This is an optimization exercise on Yosys and OpenROAD, whose aim is small area and a short achievable clock period, not a production implementation.
Only simulation tests tie the RTL to the original design; equivalence was not proved.

## exp/xenon
==> flow/design.v (excerpt) <==
module dds_fir_gen (
   input  logic        aclk_0,
   input  logic        aresetn_0,
   input  logic [31:0] pinc_0,
   output logic [31:0] m_axis_data_tdata_0,
   output logic        M_AXIS_DATA_0_tvalid
);
Size: roughly 1,900 cells after synthesis, roughly 450 flip-flops, about 67 I/O pins, about 23,000 µm² of cells after synthesis.
Settings: LEC_CHECK=0, CAP_MARGIN=20, CORE_MARGIN=2, CORE_UTILIZATION=55, CTS_BUF_LIST=sky130_fd_sc_hd__clkbuf_16, CTS_CLUSTER_DIAMETER=70, CTS_CLUSTER_SIZE=25, SETUP_SLACK_MARGIN=5.0, SLEW_MARGIN=20, SYNTH_HIERARCHICAL=1; clock period 8.0 ns.
standard.sh (not shown) runs the stock make flow with config.mk's settings and CLKGATE_MAP_FILE= SYNTH_SCRIPT=/design/flow/synth_recipe.tcl, a recipe that flattens the netlist after the stock synthesis.
==> flow/flow/run.sh <==
#!/bin/bash
set -o pipefail
export BUFFER_PORTS_ARGS="-buffer_cell sky130_fd_sc_hd__buf_2"
export CTS_ARGS="-sink_clustering_enable -repair_clock_nets -sink_clustering_size 25 -sink_clustering_max_diameter 70 -buf_list sky130_fd_sc_hd__clkbuf_16 -dont_use_dummy_load"
bash standard.sh > standard.log 2>&1
--- input diff exp/xenon..exp/tundra ---
Settings: CTS_CLUSTER_SIZE now 30, was 25; CTS_CLUSTER_DIAMETER no longer set, was 70; CTS_BUF_LIST now sky130_fd_sc_hd__clkbuf_4 sky130_fd_sc_hd__clkbuf_8, was sky130_fd_sc_hd__clkbuf_16.
==> flow/run.sh (new file) <==
#!/bin/bash
# synth_recipe.tcl (not shown) runs the flow's synth.tcl, then flattens the netlist and writes it again
# the make line also repeats each setting of config.mk as NAME=value (left out here)
make -C /OpenROAD-flow-scripts/flow DESIGN_CONFIG=/design/flow/config.mk WORK_HOME=/design/flow/orfs CLKGATE_MAP_FILE= SYNTH_SCRIPT=/design/flow/synth_recipe.tcl finish
removed: flow/flow/run.sh
removed: flow/standard.sh
Findings:
Both conditions hold for exp/xenon: the flow ran to the end and the final layout passed the timing, DRC and antenna checks.
exp/tundra completed every stage of the flow, and the final layout passed the timing, DRC and antenna checks.
The detailed-router iteration count before antenna repair of exp/tundra falls short of that of exp/xenon by 2.
Where cell area is concerned, exp/xenon is better than exp/tundra.
exp/tundra against exp/xenon: routed metal-1 wirelength climbed about 3.5%, placed cell area climbed about 1.3%, final count of negative-setup-slack endpoints barely changed, wire length after detailed routing climbed about 2.6%.
| synthesized cell count | exp/tundra vs exp/xenon | ≈ equal |
Changes in exp/yarrow relative to exp/tundra:
Settings: changing CTS_BUF_LIST from sky130_fd_sc_hd__clkbuf_4 sky130_fd_sc_hd__clkbuf_8 to sky130_fd_sc_hd__clkbuf_8 sky130_fd_sc_hd__clkbuf_16; setting CTS_CLUSTER_DIAMETER to 50 for the first time; changing CORE_UTILIZATION from 55 to 65; changing CTS_CLUSTER_SIZE from 30 to 20; changing SETUP_SLACK_MARGIN from 5.0 to 4.9.
==> comparison <==
Summary of exp/yarrow over exp/tundra: register area comparable; number of standard cells in the final layout excluding fillers now smaller; via count now larger. The final core utilization in exp/yarrow was higher than what exp/tundra gave.
[inputs] exp/maple vs exp/yarrow
Settings: swapping 65 for 48 in CORE_UTILIZATION; swapping 20 for 25 in CTS_CLUSTER_SIZE; swapping sky130_fd_sc_hd__clkbuf_8 sky130_fd_sc_hd__clkbuf_16 for sky130_fd_sc_hd__clkbuf_16 in CTS_BUF_LIST; swapping 50 for 70 in CTS_CLUSTER_DIAMETER.
==> summary.txt <==
Taking exp/yarrow as the reference, in exp/maple count of placed standard cells in the final layout, fillers left out climbed 133; worst setup slack increased 0.087 ns; met1 layer wirelength in the final routing up 3.7%. Total length of routed met2 wires sits lower in exp/maple than in exp/yarrow.

---

Setup of build 97:
Starting RTL as in the previous note.
## dds_fir_gen
module dds_fir_gen (
   input  logic        aclk_0,
   input  logic        aresetn_0,
   input  logic [31:0] pinc_0,
   output logic [31:0] m_axis_data_tdata_0,
   output logic        M_AXIS_DATA_0_tvalid
);
   logic [15:0]        sd0;
   logic [15:0]        sd_q [1:3];
   logic [15:0]        sd1, sd2, sd3;
   logic [17:0]        vl_q [0:10];
   logic [17:0] v0;
   logic [17:0] v1;
   logic [17:0] v2;
   logic [17:0] v3;
   logic [17:0] v4;
   logic [17:0] v5;
   logic [17:0] v6;
   logic [17:0] v7;
   logic [17:0] v8;
   logic [17:0] v9;
   logic [17:0] v10;
   logic [23:0]        y_q;
   logic [4:0]         cnt_q;
   logic               vld_q;
   logic b_s1;
   logic b_c2;
   logic b_s3;
   logic b_c4;
   logic b_s5;
   logic b_c6;
   logic b_s7;
   logic b_c8;
   logic b_s9;
   logic b_c10;
   logic b_s11;
   logic b_c12;
   logic b_s13;
   logic b_c14;
   logic b_s15;
   logic b_c16;
   logic b_s17;
   logic b_c18;
   logic b_s19;
   logic b_c20;
   logic b_s21;
   logic b_c22;
   logic b_s23;
   logic b_c24;
   logic b_s25;
   logic b_c26;
   logic b_s27;
   logic b_c28;
   logic b_s29;
   logic b_c30;
   logic b_s31;
   logic b_c32;
   logic b_s33;
   logic b_c34;
   logic b_s35;
   logic b_c36;
   logic b_s37;
   logic b_c38;
   logic b_s39;
  ...
clock: 8.0 ns
lec_check: 0
cap_margin: 20
core_margin: 2
core_utilization: 55
cts_buf_list: sky130_fd_sc_hd__clkbuf_16
cts_cluster_diameter: 70
cts_cluster_size: 25
setup_slack_margin: 4.9
slew_margin: 20
synth_hierarchical: 1
==> flow/flow/run.sh <==
#!/bin/bash
set -o pipefail
export CTS_ARGS="-sink_clustering_enable -repair_clock_nets -sink_clustering_size 25 -sink_clustering_max_diameter 70 -buf_list sky130_fd_sc_hd__clkbuf_16 -dont_use_dummy_load"
cp standard.sh standard_sh_copy.txt 2>/dev/null
bash standard.sh > standard.log 2>&1
Setup changes, build 97 to build 83
Settings: a change of SETUP_SLACK_MARGIN from 4.9 to 5.0.
==> flow/flow/run.sh <==
#!/bin/bash
set -o pipefail
export BUFFER_PORTS_ARGS="-buffer_cell sky130_fd_sc_hd__buf_2"
bash standard.sh > standard.log 2>&1
==> comparison <==
- Build 97 → build 83: floorplan die height shows no meaningful change, count of clock-net buffers in the final layout shows an increase of about 19%, proportion of cell area spent on the clock network shows an increase of 1.7 points.
- The run showing the smaller worst setup slack is build 97.
- Final worst-path cycle share, build 83 and build 97, higher one = build 97.
- Route | build 83 vs build 97 | wire longer in build 83
- Number of global-route vias before repair ended up 131 higher on build 83 than on build 97.
- Taking build 97 as the reference, in build 83 register fraction of the total cell area went down 0.17 points; final area went up 280 um^2; hold slack went up 47 ps; final critical-path required period went down 110 ps.
For build 98, these inputs were changed with respect to build 83:
Settings: swapping 5.0 for 4.9 in SETUP_SLACK_MARGIN; swapping sky130_fd_sc_hd__clkbuf_16 for sky130_fd_sc_hd__clkbuf_8 sky130_fd_sc_hd__clkbuf_16 in CTS_BUF_LIST; swapping 70 for 50 in CTS_CLUSTER_DIAMETER; swapping 25 for 20 in CTS_CLUSTER_SIZE.
==> flow/run.sh (new file) <==
#!/bin/bash
# synth_recipe.tcl (not shown) runs the flow's synth.tcl, then flattens the netlist and writes it again
# the make line also repeats each setting of config.mk as NAME=value (left out here)
make -C /OpenROAD-flow-scripts/flow DESIGN_CONFIG=/design/flow/config.mk WORK_HOME=/design/flow/orfs CLKGATE_MAP_FILE= SYNTH_SCRIPT=/design/flow/synth_recipe.tcl finish
removed: flow/flow/run.sh
removed: flow/standard.sh
Results
Across both runs, number of cells traversed by the worst register-to-register path was lower for build 98 than for build 83. Of build 98 and build 83, the run reporting the lower via count of the first global-routing pass was build 83. Per the comparison of build 98 with build 83, layout clock buffer count moved up; worst max-slew margin expressed relative to the limit moved up. As far as DRC violations left is concerned, build 83 and build 98 perform about the same. Post-layout worst setup margin: build 98 < build 83. Count of cells resized by post-cts repair was higher in build 83 than in build 98.
Edits applied to the flow inputs when going from build 98 to build 11:
Settings: CTS_CLUSTER_DIAMETER now 70, was 50; PLACE_DENSITY now 0.72, previously not set; CTS_CLUSTER_SIZE now 25, was 20; CTS_BUF_LIST now sky130_fd_sc_hd__clkbuf_16, was sky130_fd_sc_hd__clkbuf_8 sky130_fd_sc_hd__clkbuf_16.
Findings:
| relative area of non-clock buffer cells in the final design | build 11 vs build 98 | ≈ equal |
Delta (build 11 minus build 98): total wire length after detailed routing went up by about 5%, clock network latency to the later pin of the worst-skew pair went up by 40 ps.
[build 11] non-clock buffer count rose 4 relative to build 98
[inputs] build 35 vs build 11
Settings: a deleted PLACE_DENSITY that had been 0.72.
### Flow results
- Build 11 finished end to end and its layout was clean on timing, DRC and antenna.
- Both conditions hold for build 35: the flow ran to the end and the final layout passed the timing, DRC and antenna checks.
- Looking at clock skew across build 11 and build 35, the one that comes out lower is build 35.
- Number of buffers outside the clock class in the layout down about 3.6% in build 35 wrt build 11
- Fmax: build 35 above build 11
- Area: build 35 vs build 11 -> build 35 smaller
- Between build 11 and build 35, the total routed wirelength is higher for build 11.

[re-timing with driven ports]
In the flow no input, the clock included, has a driving cell. The finished layouts below were timed again as built, in two steps. Step 1, drivers: a clkbuf_16 drives aclk_0 and a buf_2 each remaining input, both assumed. Step 2 adds t to the input delays and takes it off the output delays; t is the mean of the earliest and latest rising clock arrival at the registers after step 1. Input paths then give back, and output paths get back, about the clock's delay inside the block. a / b / c = ideal ports / drivers / drivers and shift; a / b = the first two.
run | t (ns) | setup WS [ns] | cell pins on the clock port's net
exp/xenon | 0.620 | 4.971 / 4.971 / 4.596 | 1
exp/tundra | 0.674 | 5.011 / 5.020 / 4.355 | 1
exp/yarrow | 0.635 | 4.831 / 4.831 / 4.388 | 1
exp/maple | 0.657 | 4.919 / 4.919 / 4.343 | 1
build 97 | 0.613 | 4.903 / 4.882 / 4.389 | 1
build 83 | 0.662 | 5.014 / 5.014 / 4.572 | 1
build 98 | 0.618 | 4.957 / 4.903 / 4.409 | 1
build 11 | 0.657 | 4.917 / 4.874 / 4.373 | 1
build 35 | 0.647 | 4.944 / 4.891 / 4.344 | 1
After both steps every run listed still meets setup and hold. The setup slack of exp/tundra, which loses most, moves by +0.009 ns with the drivers and by -0.656 ns with both steps.
